This design comes from an exercise in tuning for small area and a short achievable clock period on the open sky130 flow, not from production work. In this exercise RTL edits were held to simulation tests only and were not proved equivalent to the original. The clock port is modelled as an ideal driver; clocking choices that lean on that would not hold on a real chip.

Setup of job 7415:
## qft3_top
module qft3_top
(
    input  logic        clk,
    input  logic        rst_n,
    input  logic        valid_i,
    input  logic [63:0] re_i,
    input  logic [63:0] im_i,
    output logic        valid_o,
    output logic [63:0] re_o,
    output logic [63:0] im_o
);
Size in the first run: ~6700 cells after synthesis, about 1100 flip-flops, roughly 260 I/O pins, ~0.067 mm2 of cells after synthesis.
Settings: LEC_CHECK=0, CAP_MARGIN=20, CORE_MARGIN=2, CORE_UTILIZATION=40, CTS_CLUSTER_DIAMETER=150, CTS_CLUSTER_SIZE=24, SETUP_SLACK_MARGIN=1.6, SLEW_MARGIN=20; clock period 4.0 ns.
standard.sh (not shown) runs the stock make flow with config.mk's settings and CLKGATE_MAP_FILE= SYNTH_SCRIPT=/design/flow/synth_recipe.tcl, a recipe that flattens the netlist after the stock synthesis.
==> flow/flow/run.sh <==
#!/bin/bash
# Standard layout, but with the smallest buffer on the ports. Each tool's output goes to its own log here.
set -euo pipefail
export BUFFER_PORTS_ARGS="-buffer_cell sky130_fd_sc_hd__buf_1"
bash standard.sh synth > synth.log 2>&1
bash standard.sh finish > layout.log 2>&1
The flow did not stop early for job 7415: all stages ran, and the layout cleared the timing, design-rule and antenna checks.
diff inputs: job 7415 => job 8550
==> flow/run.sh (new file) <==
#!/bin/bash
# synth_recipe.tcl (not shown) runs the flow's synth.tcl, then flattens the netlist and writes it again
# the make line also repeats each setting of config.mk as NAME=value (left out here)
make -C /OpenROAD-flow-scripts/flow DESIGN_CONFIG=/design/flow/config.mk WORK_HOME=/design/flow/orfs CLKGATE_MAP_FILE= SYNTH_SCRIPT=/design/flow/synth_recipe.tcl finish
--- a/flow/config.mk
+++ b/flow/config.mk
@@ -11,3 +10,0 @@
-export CTS_CLUSTER_DIAMETER = 150
-export CTS_CLUSTER_SIZE = 24
-export SETUP_SLACK_MARGIN = 1.6
removed: flow/flow/run.sh
removed: flow/standard.sh
==> run summary <==
- [job 8550] wire length per cell fell about 2.5% relative to job 7415
- The wire length of the first global-routing pass in job 8550 sits about 0.9% above the value recorded for job 7415.
- Between job 7415 and job 8550, the wire length is higher for job 7415.
- Area: job 8550 vs job 7415 -> job 8550 larger
- Compared with job 7415, job 8550 shows area used by multi-input combinational logic lower by 0.0014 mm2.
- Measured against each other, job 7415 and job 8550 differ in count of nets after finishing, the lower figure coming from job 8550.
- Count of plain and timing-repair buffers in job 8550 vs job 7415: down 103
Setup changes, job 8550 to job 1024
--- a/flow/config.mk
+++ b/flow/config.mk
@@ -10,0 +11,3 @@
+export CTS_BUF_LIST = sky130_fd_sc_hd__clkbuf_8
+export CTS_CLUSTER_SIZE = 30
+export SETUP_SLACK_MARGIN = 1.6
### Flow results
- Per the comparison of job 1024 with job 8550, aggregate routed wire length went up, cell count went up, final area went up, clock period minus worst slack went down, clock-buffer cell count went up.
Relative to job 1024, the following input files were edited for job 7833:
--- a/flow/config.mk
+++ b/flow/config.mk
@@ -11,3 +11,3 @@
-export CTS_BUF_LIST = sky130_fd_sc_hd__clkbuf_8
-export CTS_CLUSTER_SIZE = 30
-export SETUP_SLACK_MARGIN = 1.6
+export CTS_CLUSTER_DIAMETER = 150
+export CTS_CLUSTER_SIZE = 24
+export SETUP_SLACK_MARGIN = 1.4
[summary]
Going from job 1024 to job 7833, detailed-route wire length per cell went down about 0.7%; number of buffers added by the clock tree synthesis step -134; flip-flop and latch share of the layout cell area now sits higher.
Cmp job 1024 and job 7833 / hold slack / lower: job 1024
Diff job 1024 and job 7833: area of all placed cells without fillers higher in job 1024
Run comparison: job 1024 class of the most critical hold timing path in -> async; job 7833 class of the most critical hold timing path reg -> reg
Summary: setup slack, job 7833 worse than job 1024
In job 7833, the routed wire length came out about 5% below the value in job 1024.
Compared with job 1024, job 7833 improves wire length of the first global-routing pass.
For job 1867, these inputs were changed with respect to job 7833:
--- a/flow/config.mk
+++ b/flow/config.mk
@@ -11,3 +11 @@
-export CTS_CLUSTER_DIAMETER = 150
-export CTS_CLUSTER_SIZE = 24
-export SETUP_SLACK_MARGIN = 1.4
+export SETUP_SLACK_MARGIN = 1.6
Results
Looking at worst setup path startpoint, the u27_h1_re3_t_d5[3]$_DFF_P_ result is from job 1867; the u31_h1_re6_t_d5[3]$_DFF_P_ one comes from job 7833.
Sequential cell area in the final layout up about 1.8% in job 1867 wrt job 7833
Register-to-register path setup slack: job 7833 and job 1867 compared, higher one is job 1867


red:
Starting RTL as in the previous note.
export LEC_CHECK = 0
export CAP_MARGIN = 20
export CORE_MARGIN = 2
export CORE_UTILIZATION = 40
export CTS_CLUSTER_DIAMETER = 150
export CTS_CLUSTER_SIZE = 24
export SETUP_SLACK_MARGIN = 1.8
export SLEW_MARGIN = 20
create_clock -name core_clock -period 4.0 [get_ports {clk}]
==> flow/flow/run.sh <==
#!/bin/bash
# The standard layout with two changes:
#  - the ports get the smallest buffer (buf_1) instead of the default one;
#  - after clock tree synthesis, flops inside the pipeline whose incoming paths are
#    tighter than their outgoing ones get one clock buffer of delay (useful skew between
#    internal registers only; flops fed by the inputs and the valid chain are left alone).
# Each tool's output goes to a log of its own in this folder.
set -euo pipefail
export BUFFER_PORTS_ARGS="-buffer_cell sky130_fd_sc_hd__buf_1"
bash standard.sh synth > synth.log 2>&1
bash standard.sh cts > place_cts.log 2>&1
R=orfs/results/sky130hd/qft3_top/base
PLATFORM_DIR="$FLOW_HOME/platforms/sky130hd" IN_ODB=$R/4_cts.odb IN_SDC=$R/4_cts.sdc OUT_ODB=$R/4_cts.odb \
  SKEW_DELTA=0.08 SKEW_BUF=sky130_fd_sc_hd__clkbuf_1 SKEW_BELOW=2.0 \
  SKEW_IO_PATTERNS='*_h2_*_t_d1* v_q*' \
  openroad -no_init -exit flow/skew.tcl > skew.log 2>&1
bash standard.sh finish > route_finish.log 2>&1
==> flow/flow/skew.tcl <==
# Useful skew for the internal register-to-register paths: give a flop whose incoming
# paths are tighter than its outgoing ones a small clock delay (one buffer on its clock
# pin). Flops that capture from input ports or launch to output ports are left alone.
set plat $::env(PLATFORM_DIR)
read_lef $plat/lef/sky130_fd_sc_hd.tlef
read_lef $plat/lef/sky130_fd_sc_hd_merged.lef
read_liberty $plat/lib/sky130_fd_sc_hd__tt_025C_1v80.lib
read_db $::env(IN_ODB)
read_sdc $::env(IN_SDC)
source $plat/setRC.tcl
set_propagated_clock [all_clocks]
estimate_parasitics -placement
puts "before: worst slack [format %.3f [sta::worst_slack -max]] hold [format %.3f [sta::worst_slack -min]]"
set delta $::env(SKEW_DELTA)
set bufm $::env(SKEW_BUF)
set block [ord::get_db_block]
set master [[ord::get_db] findMaster $bufm]
# flops next to the ports
# (by name: the first stage's sums, the output stage and the valid chain)
set io_pat $::env(SKEW_IO_PATTERNS)
set chosen {}
foreach reg [all_registers -edge_triggered -cells] {
  set n [get_full_name $reg]
  set skip 0
  foreach p $io_pat { if {[string match $p $n]} { set skip 1 } }
  if {$skip} continue
  set d [get_pins -of_objects $reg -filter "name==D"]
  set q [get_pins -of_objects $reg -filter "name==Q"]
  if {$d eq "" || $q eq ""} continue
  set sin [get_property $d slack_max]
  set sout [get_property $q slack_max]
  if {$sin + $delta < $sout - $delta && $sin < $::env(SKEW_BELOW)} { lappend chosen [sta::sta_to_db_inst $reg] }
}
puts "flops to delay: [llength $chosen]"
set k 0
foreach inst $chosen {
  set ck [$inst findITerm CLK]
  set cnet [$ck getNet]
  set b [odb::dbInst_create $block $master "skewbuf_$k"]
  set net [odb::dbNet_create $block "skewclk_$k"]
  $net setSigType CLOCK
  $ck disconnect
  $ck connect $net
  [$b findITerm A] connect $cnet
  [$b findITerm X] connect $net
  set loc [$inst getLocation]
  $b setLocation [lindex $loc 0] [lindex $loc 1]
  $b setPlacementStatus PLACED
  incr k
}
global_connect
detailed_placement
check_placement
estimate_parasitics -placement
puts "after: worst slack [format %.3f [sta::worst_slack -max]] hold [format %.3f [sta::worst_slack -min]]"
if {[info exists ::env(OUT_ODB)]} { write_db $::env(OUT_ODB) }
The inputs of blue differ from those of red as listed below.
--- a/flow/flow/run.sh
+++ b/flow/flow/run.sh
@@ -4,3 +4,3 @@
 #  - after clock tree synthesis, flops inside the pipeline whose incoming paths are
-#    tighter than their outgoing ones get one clock buffer of delay (useful skew between
+#    tighter than their outgoing ones get one or two clock buffers of delay (useful skew between
 #    internal registers only; flops fed by the inputs and the valid chain are left alone).
@@ -13,3 +13,3 @@
 PLATFORM_DIR="$FLOW_HOME/platforms/sky130hd" IN_ODB=$R/4_cts.odb IN_SDC=$R/4_cts.sdc OUT_ODB=$R/4_cts.odb \
-  SKEW_DELTA=0.08 SKEW_BUF=sky130_fd_sc_hd__clkbuf_1 SKEW_BELOW=2.0 \
+  SKEW_DELTA=0.08 SKEW_BUF=sky130_fd_sc_hd__clkbuf_1 SKEW_BELOW=1.8 SKEW_PASSES=2 \
   SKEW_IO_PATTERNS='*_h2_*_t_d1* v_q*' \
--- a/flow/flow/skew.tcl
+++ b/flow/flow/skew.tcl
@@ -1,4 +1,7 @@
 # Useful skew for the internal register-to-register paths: give a flop whose incoming
-# paths are tighter than its outgoing ones a small clock delay (one buffer on its clock
-# pin). Flops that capture from input ports or launch to output ports are left alone.
+# paths are tighter than its outgoing ones a small clock delay (a buffer on its clock pin;
+# SKEW_PASSES rounds, so at most that many buffers in a row). Flops whose names match
+# SKEW_IO_PATTERNS (those that capture from the input ports, and the valid chain) are left
+# alone, so no path from an input gains time; delaying a flop that drives an output only
+# takes time away from the output path.
 set plat $::env(PLATFORM_DIR)
@@ -17,5 +20,6 @@
 set master [[ord::get_db] findMaster $bufm]
-# flops next to the ports
-# (by name: the first stage's sums, the output stage and the valid chain)
+# flops left alone, by name
 set io_pat $::env(SKEW_IO_PATTERNS)
+set k 0
+for {set pass 0} {$pass < $::env(SKEW_PASSES)} {incr pass} {
 set chosen {}
@@ -34,3 +38,2 @@
 puts "flops to delay: [llength $chosen]"
-set k 0
 foreach inst $chosen {
@@ -50,2 +53,5 @@
 }
+estimate_parasitics -placement
+puts "pass $pass: worst slack [format %.3f [sta::worst_slack -max]]"
+}
 global_connect
--- a/flow/config.mk
+++ b/flow/config.mk
@@ -9,6 +9,6 @@
 export CORE_MARGIN = 2
-export CORE_UTILIZATION = 40
+export CORE_UTILIZATION = 50
 export CTS_CLUSTER_DIAMETER = 150
 export CTS_CLUSTER_SIZE = 24
-export SETUP_SLACK_MARGIN = 1.8
+export SETUP_SLACK_MARGIN = 1.6
 export SLEW_MARGIN = 20
## What came out
Re global-route wire length before repair: red and blue aren't equal, and the higher value belongs to red.
Diff red..blue | layout multi-input combinational cell count | unchanged
Sort red and blue by global-route usage over all layers asc -> top: red
Looking at fmax, blue sits 0.49% below red.
When blue is measured against red, its required time at the endpoint of the critical path turns out 40 ps higher.
The antenna diode count of blue is lower than that of red.
Per the comparison of blue with red, met1 routed wirelength after detailed routing went down; number of gates given a new drive strength after cts went down.

-- afterwards: timing with drivers on the ports --
No port has a modelled driver above. Below, the same layouts with a new extraction and two added sets of constraints.
Step 1, drivers: a clkbuf_16 drives clk and a buf_2 each remaining input, both assumed.
Step 2, shift: input delay + t, output delay - t, t = (earliest + latest rising clock arrival at the registers) / 2. This alone moves slack from input paths to output paths.
a / b / c = ideal ports / drivers / drivers and shift; a / b = the first two.
run	t, ns	setup slack, ns	clock arrival spread, ns	worst data-port slew with drivers (ns)
job 7415	0.756	1.608 / 1.608 / 1.371	0.033 / 0.032	0.08
job 8550	0.816	1.238 / 1.238 / 1.023	0.040 / 0.040	0.07
job 1024	0.995	1.565 / 1.565 / 1.043	0.053 / 0.052	0.06
job 7833	0.756	1.443 / 1.443 / 1.028	0.027 / 0.027	0.07
job 1867	0.808	1.574 / 1.574 / 1.038	0.058 / 0.058	0.06
red	0.804	1.704 / 1.704 / 1.335	0.135 / 0.134	0.07
blue	0.849	1.693 / 1.693 / 1.314	0.214 / 0.214	0.06
After both steps every run listed still meets setup and hold. The setup slack of job 1867, which loses most, moves by 0.000 ns with the drivers and by -0.536 ns with both steps.
